This is an optimization exercise on Yosys and OpenROAD, whose aim is small area and a short achievable clock period, not a production implementation.
In this exercise RTL edits were held to simulation tests only and were not proved equivalent to the original.
No driver is modelled on the clock port, so clocking that relies on it looks cheaper here than on a real chip.
Power figures rest on the tool's default switching activity, not on a simulated workload.

==> violet: inputs <==
## pe_dot_unit
module pe_dot_unit (
  input  logic                clock,
  input  logic                i_arst_n,
  input  logic [7:0][7:0]     i_feature,
  input  logic [7:0][7:0]     i_filter,
  output logic signed [17:0]  o_result
);
Settings: LEC_CHECK=0, CAP_MARGIN=20, CORE_MARGIN=2, CORE_UTILIZATION=40, CTS_CLUSTER_DIAMETER=100, CTS_CLUSTER_SIZE=26, HOLD_SLACK_MARGIN=0.15, SETUP_SLACK_MARGIN=2.6, SLEW_MARGIN=20, SYNTH_HIERARCHICAL=1, SYNTH_MINIMUM_KEEP_SIZE=0, BUFFER_PORTS_ARGS=-buffer_cell sky130_fd_sc_hd__buf_1, POST_CTS_TCL=/design/flow/flow/skew.tcl, SKEW_SPEC=2 0.93 3 1.41 4 1.64 5 0.70, SKEW_GROUP=16, SKIP_CTS_REPAIR_TIMING=1, REMOVE_ABC_BUFFERS=1; clock period 4.7 ns.
standard.sh (not shown) runs the stock make flow with config.mk's settings and CLKGATE_MAP_FILE= SYNTH_SCRIPT=/design/flow/synth_recipe.tcl, a recipe that flattens the netlist after the stock synthesis.
==> flow/flow/run.sh <==
#!/bin/bash
set -e
cd "$(dirname "$0")/.."
W=$(pwd)
{
  echo "export BUFFER_PORTS_ARGS = -buffer_cell sky130_fd_sc_hd__buf_1"
  echo "export POST_CTS_TCL = $W/flow/skew.tcl"
  echo "export SKEW_SPEC = 2 0.93 3 1.41 4 1.64 5 0.70"
  echo "export SKEW_GROUP = 16"
  echo "export SKIP_CTS_REPAIR_TIMING = 1"
  echo "export REMOVE_ABC_BUFFERS = 1"
} >> config.mk
bash standard.sh > standard.log 2>&1
==> flow/flow/skew.tcl <==

proc skew_log { msg } { puts "SKEW: $msg" }

# this file may be sourced inside a proc (the ORFS hook); keep its state global
global skew_block skew_db skew_group skew_rootnet skew_chain skew_chainnets

set skew_block [ord::get_db_block]
set skew_db [ord::get_db]
set skew_leaf_master [$skew_db findMaster sky130_fd_sc_hd__clkbuf_16]
set skew_drv_master [$skew_db findMaster sky130_fd_sc_hd__clkbuf_16]
set skew_dly_masters [list \
  [$skew_db findMaster sky130_fd_sc_hd__clkdlybuf4s50_1] \
  [$skew_db findMaster sky130_fd_sc_hd__clkdlybuf4s25_1] \
  [$skew_db findMaster sky130_fd_sc_hd__clkdlybuf4s15_1]]
set skew_group $::env(SKEW_GROUP)

# clock root buffer: the one cell on the clock port's net
set skew_portnet [[$skew_block findBTerm clock] getNet]
set skew_root ""
foreach it [$skew_portnet getITerms] { set skew_root [$it getInst] }
set skew_rootnet [[$skew_root findITerm X] getNet]
set skew_rootloc [$skew_root getLocation]
skew_log "root [$skew_root getName] net [$skew_rootnet getName]"

proc skew_clk_iterm { inst } {
  foreach it [$inst getITerms] {
    if { [[$it getMTerm] getName] == "CLK" } { return $it }
  }
  return ""
}

proc skew_arrival { insts } {
  set sum 0.0
  set n 0
  foreach inst $insts {
    set p [get_pins -of_objects [get_cells [$inst getName]] -filter "name==CLK"]
    set a [get_property $p arrival_max_rise]
    set sum [expr { $sum + $a }]
    incr n
  }
  if { $n == 0 } { return 0.0 }
  return [expr { $sum / $n }]
}

# split a list of insts into groups of at most skew_group by coordinate bisection
proc skew_split { insts } {
  global skew_group
  if { [llength $insts] <= $skew_group } { return [list $insts] }
  set xs {}
  set ys {}
  foreach i $insts {
    lassign [$i getLocation] x y
    lappend xs $x
    lappend ys $y
  }
  set dx [expr { [tcl::mathfunc::max {*}$xs] - [tcl::mathfunc::min {*}$xs] }]
  set dy [expr { [tcl::mathfunc::max {*}$ys] - [tcl::mathfunc::min {*}$ys] }]
  set idx [expr { $dx >= $dy ? 0 : 1 }]
  set keyed {}
  foreach i $insts { lappend keyed [list [lindex [$i getLocation] $idx] $i] }
  set sorted {}
  foreach k [lsort -integer -index 0 $keyed] { lappend sorted [lindex $k 1] }
  set half [expr { [llength $sorted] / 2 }]
  return [concat [skew_split [lrange $sorted 0 [expr { $half - 1 }]]] \
    [skew_split [lrange $sorted $half end]]]
}

proc skew_centroid { insts } {
  set sx 0
  set sy 0
  foreach i $insts {
    lassign [$i getLocation] x y
    incr sx $x
    incr sy $y
  }
  set n [llength $insts]
  return [list [expr { $sx / $n }] [expr { $sy / $n }]]
}

proc skew_place { inst loc } {
  $inst setLocation [lindex $loc 0] [lindex $loc 1]
  $inst setPlacementStatus PLACED
}

proc skew_build_chain { r drv cells flops } {
  global skew_block skew_rootnet
  [$drv findITerm A] disconnect
  foreach c $::skew_chain { odb::dbInst_destroy $c }
  foreach n $::skew_chainnets { odb::dbNet_destroy $n }
  set ::skew_chain {}
  set ::skew_chainnets {}
  set prev $skew_rootnet
  set j 0
  foreach m $cells {
    set c [odb::dbInst_create $skew_block $m "skew_r${r}_dly_$j"]
    skew_place $c [skew_centroid $flops]
    [$c findITerm A] connect $prev
    set nn [odb::dbNet_create $skew_block "skew_r${r}_chain_$j"]
    $nn setSigType CLOCK
    [$c findITerm X] connect $nn
    set prev $nn
    lappend ::skew_chain $c
    lappend ::skew_chainnets $nn
    incr j
  }
  [$drv findITerm A] connect $prev
}

set skew_ranks {}
foreach {r d} $::env(SKEW_SPEC) { dict set skew_ranks $r $d }
set skew_ref {}
set skew_byrank [dict create]
foreach inst [$skew_block getInsts] {
  if { ![string match "*df*" [[$inst getMaster] getName]] } { continue }
  set r 0
  regexp {_q([0-9]+)\$} [$inst getName] -> r
  if { [dict exists $skew_ranks $r] } {
    dict lappend skew_byrank $r $inst
  } else {
    lappend skew_ref $inst
  }
}
estimate_parasitics -placement
set skew_refarr [skew_arrival $skew_ref]
skew_log "reference arrival [format %.3f $skew_refarr] over [llength $skew_ref] registers"

set skew_oldnets {}
set skew_uid 0
dict for {r d} $skew_ranks {
  if { ![dict exists $skew_byrank $r] } { continue }
  set flops [dict get $skew_byrank $r]
  set drvnet [odb::dbNet_create $skew_block "skew_r${r}_trunk"]
  $drvnet setSigType CLOCK
  set k 0
  foreach grp [skew_split $flops] {
    set leaf [odb::dbInst_create $skew_block $skew_leaf_master "skew_r${r}_leaf_$k"]
    skew_place $leaf [skew_centroid $grp]
    set lnet [odb::dbNet_create $skew_block "skew_r${r}_leafnet_$k"]
    $lnet setSigType CLOCK
    [$leaf findITerm A] connect $drvnet
    [$leaf findITerm X] connect $lnet
    foreach f $grp {
      set it [skew_clk_iterm $f]
      set on [$it getNet]
      if { $on != "NULL" } { lappend skew_oldnets $on }
      $it disconnect
      $it connect $lnet
    }
    incr k
  }
  set drv [odb::dbInst_create $skew_block $skew_drv_master "skew_r${r}_drv"]
  skew_place $drv [skew_centroid $flops]
  [$drv findITerm X] connect $drvnet
  skew_log "rank $r: [llength $flops] registers, $k leaf buffers"

  # delay chain from the root net to the trunk driver: try chains of growing
  # delay and keep the one whose skew comes closest to the requested delay
  set s15 [$skew_db findMaster sky130_fd_sc_hd__clkdlybuf4s15_1]
  set s18 [$skew_db findMaster sky130_fd_sc_hd__clkdlybuf4s18_1]
  set s25 [$skew_db findMaster sky130_fd_sc_hd__clkdlybuf4s25_1]
  set s50 [$skew_db findMaster sky130_fd_sc_hd__clkdlybuf4s50_1]
  set cands [list {} [list $s15] [list $s18] [list $s25] [list $s15 $s15] [list $s15 $s25] \
    [list $s50] [list $s25 $s25] [list $s50 $s15] [list $s50 $s25] [list $s50 $s50] \
    [list $s50 $s50 $s15] [list $s50 $s50 $s25] [list $s50 $s50 $s50] \
    [list $s50 $s50 $s50 $s15] [list $s50 $s50 $s50 $s25] [list $s50 $s50 $s50 $s50] \
    [list $s50 $s50 $s50 $s50 $s25] [list $s50 $s50 $s50 $s50 $s50]]
  set ::skew_chain {}
  set ::skew_chainnets {}
  set best {}
  set bestdiff 1e9
  foreach cells $cands {
    skew_build_chain $r $drv $cells $flops
    estimate_parasitics -placement
    set got [expr { [skew_arrival $flops] - $skew_refarr }]
    skew_log "rank $r: chain of [llength $cells] cells gives skew [format %.3f $got] (want $d)"
    set diff [expr { abs($got - $d) }]
    if { $diff < $bestdiff } {
      set bestdiff $diff
      set best $cells
    }
    if { $got > $d + 0.15 } { break }
  }
  skew_build_chain $r $drv $best $flops
}

# clock buffers left without sinks
foreach n [lsort -unique $skew_oldnets] {
  set sinks 0
  set drv ""
  foreach it [$n getITerms] {
    if { [$it isOutputSignal] } { set drv [$it getInst] } else { incr sinks }
  }
  if { $sinks == 0 && $drv != "" } {
    skew_log "removing idle clock buffer [$drv getName]"
    odb::dbInst_destroy $drv
    odb::dbNet_destroy $n
  }
}

detailed_placement
check_placement -verbose
estimate_parasitics -placement
dict for {r d} $skew_ranks {
  if { [dict exists $skew_byrank $r] } {
    skew_log "rank $r final skew [format %.3f [expr { [skew_arrival [dict get $skew_byrank $r]] - [skew_arrival $skew_ref] }]]"
  }
}
report_clock_skew
==> inputs of pepper, as changes to violet <==
==> flow/flow/run.sh (replaced) <==
#!/bin/bash
set -e
cd "$(dirname "$0")/.."
W=$(pwd)
{
  echo "export BUFFER_PORTS_ARGS = -buffer_cell sky130_fd_sc_hd__buf_1"
  echo "export POST_CTS_TCL = $W/flow/skew.tcl"
  echo "export SKEW_SPEC = 2 1.10 3 1.65 4 2.10 5 1.00"
  echo "export SKEW_GROUP = 14"
  echo "export SKEW_LEAF = sky130_fd_sc_hd__clkbuf_8"
  echo "export SKIP_CTS_REPAIR_TIMING = 1"
  echo "export REMOVE_ABC_BUFFERS = 1"
} >> config.mk
bash standard.sh > standard.log 2>&1
--- a/flow/flow/skew.tcl
+++ b/flow/flow/skew.tcl
@@ -2,11 +2,11 @@
 proc skew_log { msg } { puts "SKEW: $msg" }
 
 # this file may be sourced inside a proc (the ORFS hook); keep its state global
-global skew_block skew_db skew_group skew_rootnet skew_chain skew_chainnets
+global skew_block skew_db skew_group skew_rootnet skew_chain skew_chainnets skew_ranks skew_ref
 
 set skew_block [ord::get_db_block]
 set skew_db [ord::get_db]
-set skew_leaf_master [$skew_db findMaster sky130_fd_sc_hd__clkbuf_16]
+set skew_leaf_master [$skew_db findMaster $::env(SKEW_LEAF)]
 set skew_drv_master [$skew_db findMaster sky130_fd_sc_hd__clkbuf_16]
 set skew_dly_masters [list \
   [$skew_db findMaster sky130_fd_sc_hd__clkdlybuf4s50_1] \
@@ -42,10 +42,13 @@
   return [expr { $sum / $n }]
 }
 
-# split a list of insts into groups of at most skew_group by coordinate bisection
+# split a list of insts into ceil(n / skew_group) groups of about equal size
+# by coordinate bisection
 proc skew_split { insts } {
   global skew_group
-  if { [llength $insts] <= $skew_group } { return [list $insts] }
+  set n [llength $insts]
+  set k [expr { ($n + $skew_group - 1) / $skew_group }]
+  if { $k <= 1 } { return [list $insts] }
   set xs {}
   set ys {}
   foreach i $insts {
@@ -59,10 +62,11 @@
   set keyed {}
   foreach i $insts { lappend keyed [list [lindex [$i getLocation] $idx] $i] }
   set sorted {}
-  foreach k [lsort -integer -index 0 $keyed] { lappend sorted [lindex $k 1] }
-  set half [expr { [llength $sorted] / 2 }]
-  return [concat [skew_split [lrange $sorted 0 [expr { $half - 1 }]]] \
-    [skew_split [lrange $sorted $half end]]]
+  foreach kk [lsort -integer -index 0 $keyed] { lappend sorted [lindex $kk 1] }
+  set k1 [expr { $k / 2 }]
+  set n1 [expr { int(round(double($n) * $k1 / $k)) }]
+  return [concat [skew_split [lrange $sorted 0 [expr { $n1 - 1 }]]] \
+    [skew_split [lrange $sorted $n1 end]]]
 }
 
 proc skew_centroid { insts } {
@@ -85,10 +89,12 @@
 proc skew_build_chain { r drv cells flops } {
   global skew_block skew_rootnet
   [$drv findITerm A] disconnect
-  foreach c $::skew_chain { odb::dbInst_destroy $c }
-  foreach n $::skew_chainnets { odb::dbNet_destroy $n }
-  set ::skew_chain {}
-  set ::skew_chainnets {}
+  for { set j 0 } { $j < 32 } { incr j } {
+    set c [$skew_block findInst "skew_r${r}_dly_$j"]
+    if { $c != "NULL" } { odb::dbInst_destroy $c }
+    set n [$skew_block findNet "skew_r${r}_chain_$j"]
+    if { $n != "NULL" } { odb::dbNet_destroy $n }
+  }
   set prev $skew_rootnet
   set j 0
   foreach m $cells {
@@ -99,11 +105,47 @@
     $nn setSigType CLOCK
     [$c findITerm X] connect $nn
     set prev $nn
-    lappend ::skew_chain $c
-    lappend ::skew_chainnets $nn
     incr j
   }
   [$drv findITerm A] connect $prev
+}
+
+proc skew_tune { r d flops drv } {
+  global skew_db skew_ref
+  set s15 [$skew_db findMaster sky130_fd_sc_hd__clkdlybuf4s15_1]
+  set s25 [$skew_db findMaster sky130_fd_sc_hd__clkdlybuf4s25_1]
+  set s50 [$skew_db findMaster sky130_fd_sc_hd__clkdlybuf4s50_1]
+  set est {}
+  for { set a 0 } { $a <= 6 } { incr a } {
+    for { set b 0 } { $b <= 2 } { incr b } {
+      for { set c 0 } { $c <= 1 } { incr c } {
+        set cells {}
+        for { set i 0 } { $i < $a } { incr i } { lappend cells $s50 }
+        for { set i 0 } { $i < $b } { incr i } { lappend cells $s25 }
+        for { set i 0 } { $i < $c } { incr i } { lappend cells $s15 }
+        lappend est [list [expr { 0.52 * $a + 0.30 * $b + 0.22 * $c }] $cells]
+      }
+    }
+  }
+  set best {}
+  set bestdiff 1e9
+  set bestgot 0
+  foreach e [lsort -real -index 0 $est] {
+    set cells [lindex $e 1]
+    skew_build_chain $r $drv $cells $flops
+    estimate_parasitics -placement
+    set got [expr { [skew_arrival $flops] - [skew_arrival $skew_ref] }]
+    # aim 0.05 ns low: legalizing the new cells afterwards adds about that
+    set diff [expr { abs($got - ($d - 0.05)) }]
+    if { $diff < $bestdiff } {
+      set bestdiff $diff
+      set best $cells
+      set bestgot $got
+    }
+    if { $got > $d + 0.15 } { break }
+  }
+  skew_build_chain $r $drv $best $flops
+  skew_log "rank $r: chain of [llength $best] cells, skew [format %.3f $bestgot] (want $d)"
 }
 
 set skew_ranks {}
@@ -125,6 +167,7 @@
 skew_log "reference arrival [format %.3f $skew_refarr] over [llength $skew_ref] registers"
 
 set skew_oldnets {}
+set skew_drvs [dict create]
 set skew_uid 0
 dict for {r d} $skew_ranks {
   if { ![dict exists $skew_byrank $r] } { continue }
@@ -153,34 +196,9 @@
   [$drv findITerm X] connect $drvnet
   skew_log "rank $r: [llength $flops] registers, $k leaf buffers"
 
-  # delay chain from the root net to the trunk driver: try chains of growing
-  # delay and keep the one whose skew comes closest to the requested delay
-  set s15 [$skew_db findMaster sky130_fd_sc_hd__clkdlybuf4s15_1]
-  set s18 [$skew_db findMaster sky130_fd_sc_hd__clkdlybuf4s18_1]
-  set s25 [$skew_db findMaster sky130_fd_sc_hd__clkdlybuf4s25_1]
-  set s50 [$skew_db findMaster sky130_fd_sc_hd__clkdlybuf4s50_1]
-  set cands [list {} [list $s15] [list $s18] [list $s25] [list $s15 $s15] [list $s15 $s25] \
-    [list $s50] [list $s25 $s25] [list $s50 $s15] [list $s50 $s25] [list $s50 $s50] \
-    [list $s50 $s50 $s15] [list $s50 $s50 $s25] [list $s50 $s50 $s50] \
-    [list $s50 $s50 $s50 $s15] [list $s50 $s50 $s50 $s25] [list $s50 $s50 $s50 $s50] \
-    [list $s50 $s50 $s50 $s50 $s25] [list $s50 $s50 $s50 $s50 $s50]]
-  set ::skew_chain {}
-  set ::skew_chainnets {}
-  set best {}
-  set bestdiff 1e9
-  foreach cells $cands {
-    skew_build_chain $r $drv $cells $flops
-    estimate_parasitics -placement
-    set got [expr { [skew_arrival $flops] - $skew_refarr }]
-    skew_log "rank $r: chain of [llength $cells] cells gives skew [format %.3f $got] (want $d)"
-    set diff [expr { abs($got - $d) }]
-    if { $diff < $bestdiff } {
-      set bestdiff $diff
-      set best $cells
-    }
-    if { $got > $d + 0.15 } { break }
-  }
-  skew_build_chain $r $drv $best $flops
+  # delay chain from the root net to the trunk driver
+  dict set skew_drvs $r $drv
+  skew_tune $r $d $flops $drv
 }
 
 # clock buffers left without sinks
@@ -197,6 +215,56 @@
   }
 }
 
+proc skew_of { inst } {
+  global skew_ranks
+  set r 0
+  regexp {_q([0-9]+)\$} [$inst getName] -> r
+  if { [dict exists $skew_ranks $r] } { return [dict get $skew_ranks $r] }
+  return 0.0
+}
+set skew_npad 0
+set s25m [$skew_db findMaster sky130_fd_sc_hd__clkdlybuf4s25_1]
+set s50m [$skew_db findMaster sky130_fd_sc_hd__clkdlybuf4s50_1]
+foreach inst [$skew_block getInsts] {
+  if { ![string match "*df*" [[$inst getMaster] getName]] } { continue }
+  set dit [$inst findITerm D]
+  if { $dit == "NULL" } { continue }
+  set dnet [$dit getNet]
+  if { $dnet == "NULL" } { continue }
+  set src ""
+  foreach it [$dnet getITerms] {
+    if { [$it isOutputSignal] } { set src [$it getInst] }
+  }
+  if { $src == "" || ![string match "*df*" [[$src getMaster] getName]] } { continue }
+  set gap [expr { [skew_of $inst] - [skew_of $src] }]
+  if { $gap < 0.12 } { continue }
+  set cells [list $s25m]
+  if { $gap > 0.3 } { set cells [list $s50m] }
+  if { $gap > 0.7 } { set cells [list $s50m $s50m] }
+  if { $gap > 1.1 } { set cells [list $s50m $s50m $s50m] }
+  $dit disconnect
+  set prev $dnet
+  set j 0
+  foreach m $cells {
+    set c [odb::dbInst_create $skew_block $m "skew_hold_${skew_npad}_$j"]
+    skew_place $c [$inst getLocation]
+    [$c findITerm A] connect $prev
+    set nn [odb::dbNet_create $skew_block "skew_hold_${skew_npad}_n$j"]
+    [$c findITerm X] connect $nn
+    set prev $nn
+    incr j
+  }
+  $dit connect $prev
+  incr skew_npad
+}
+skew_log "delay cells on $skew_npad register-to-register connections"
+
+detailed_placement
+dict for {r d} $skew_ranks {
+  if { [dict exists $skew_byrank $r] } {
+    skew_tune $r $d [dict get $skew_byrank $r] [dict get $skew_drvs $r]
+  }
+}
 detailed_placement
 check_placement -verbose
 estimate_parasitics -placement
HOLD_SLACK_MARGIN = 0.2   (was 0.15)
SETUP_SLACK_MARGIN = 2.7   (was 2.6)
SKEW_GROUP = 14   (was 16)
SKEW_LEAF = sky130_fd_sc_hd__clkbuf_8   (was unset)
SKEW_SPEC = 2 1.10 3 1.65 4 2.10 5 1.00   (was 2 0.93 3 1.41 4 1.64 5 0.70)
==> metrics.md <==
| Metric | Value |
|---|---|
| Outcome | `failed layout checks` |
| SO Faults | `hold timing` |
| R2R setup slack | `2.60 ns` |
| Nets | `2092` |
| Worst hold margin | `-0.08117 ns` |
| Slew Limit Headroom | `58.97%` |
| Peak supply drop | `0.4320 mV` |
| Endpoints failing hold | `1` |
| Clock Power | `0.00294 W` |
[end of results for violet]
==> metrics.md <==
| Metric | Value |
|---|---|
| Clock Power | `0.00258 W` |
| Peak supply drop | `0.4217 mV` |
| Slew Limit Headroom | `59.08%` |
| Worst hold margin | `0.04393 ns` |
| Endpoints failing hold | `0` |
| Outcome | `complete, no violations` |
| R2R setup slack | `2.68 ns` |
[end of results for pepper]

## what the ideal ports hide
The results above use ideal ports. As a check the final layouts listed here were re-extracted and re-timed, cells and wires unchanged. Step 1 assumes that a clkbuf_16 drives the clock port and a buf_2 every other input. Step 2, shift: input delay + t, output delay - t, t = (earliest + latest rising clock arrival at the registers) / 2. This alone moves slack from input paths to output paths. Slacks: ideal ports / drivers / drivers and shift; pairs: ideal ports / drivers.
| run | t (ns) | setup WS [ns] | hold slack, ns | clock arrival spread, ns |
|---|---|---|---|---|
| violet | 1.396 | 2.596 / 2.596 / 2.041 | -0.081 / -0.081 / -0.081 | 1.658 / 1.657 |
| pepper | 1.652 | 2.678 / 2.667 / 1.794 | 0.044 / 0.044 / 0.044 | 2.171 / 2.172 |
In violet and pepper the clock reaches the registers at very different times; t lies between them, and the last value is a rough guide only. The setup slack of pepper, which loses most, moves by -0.011 ns with the drivers and by -0.884 ns with both steps.
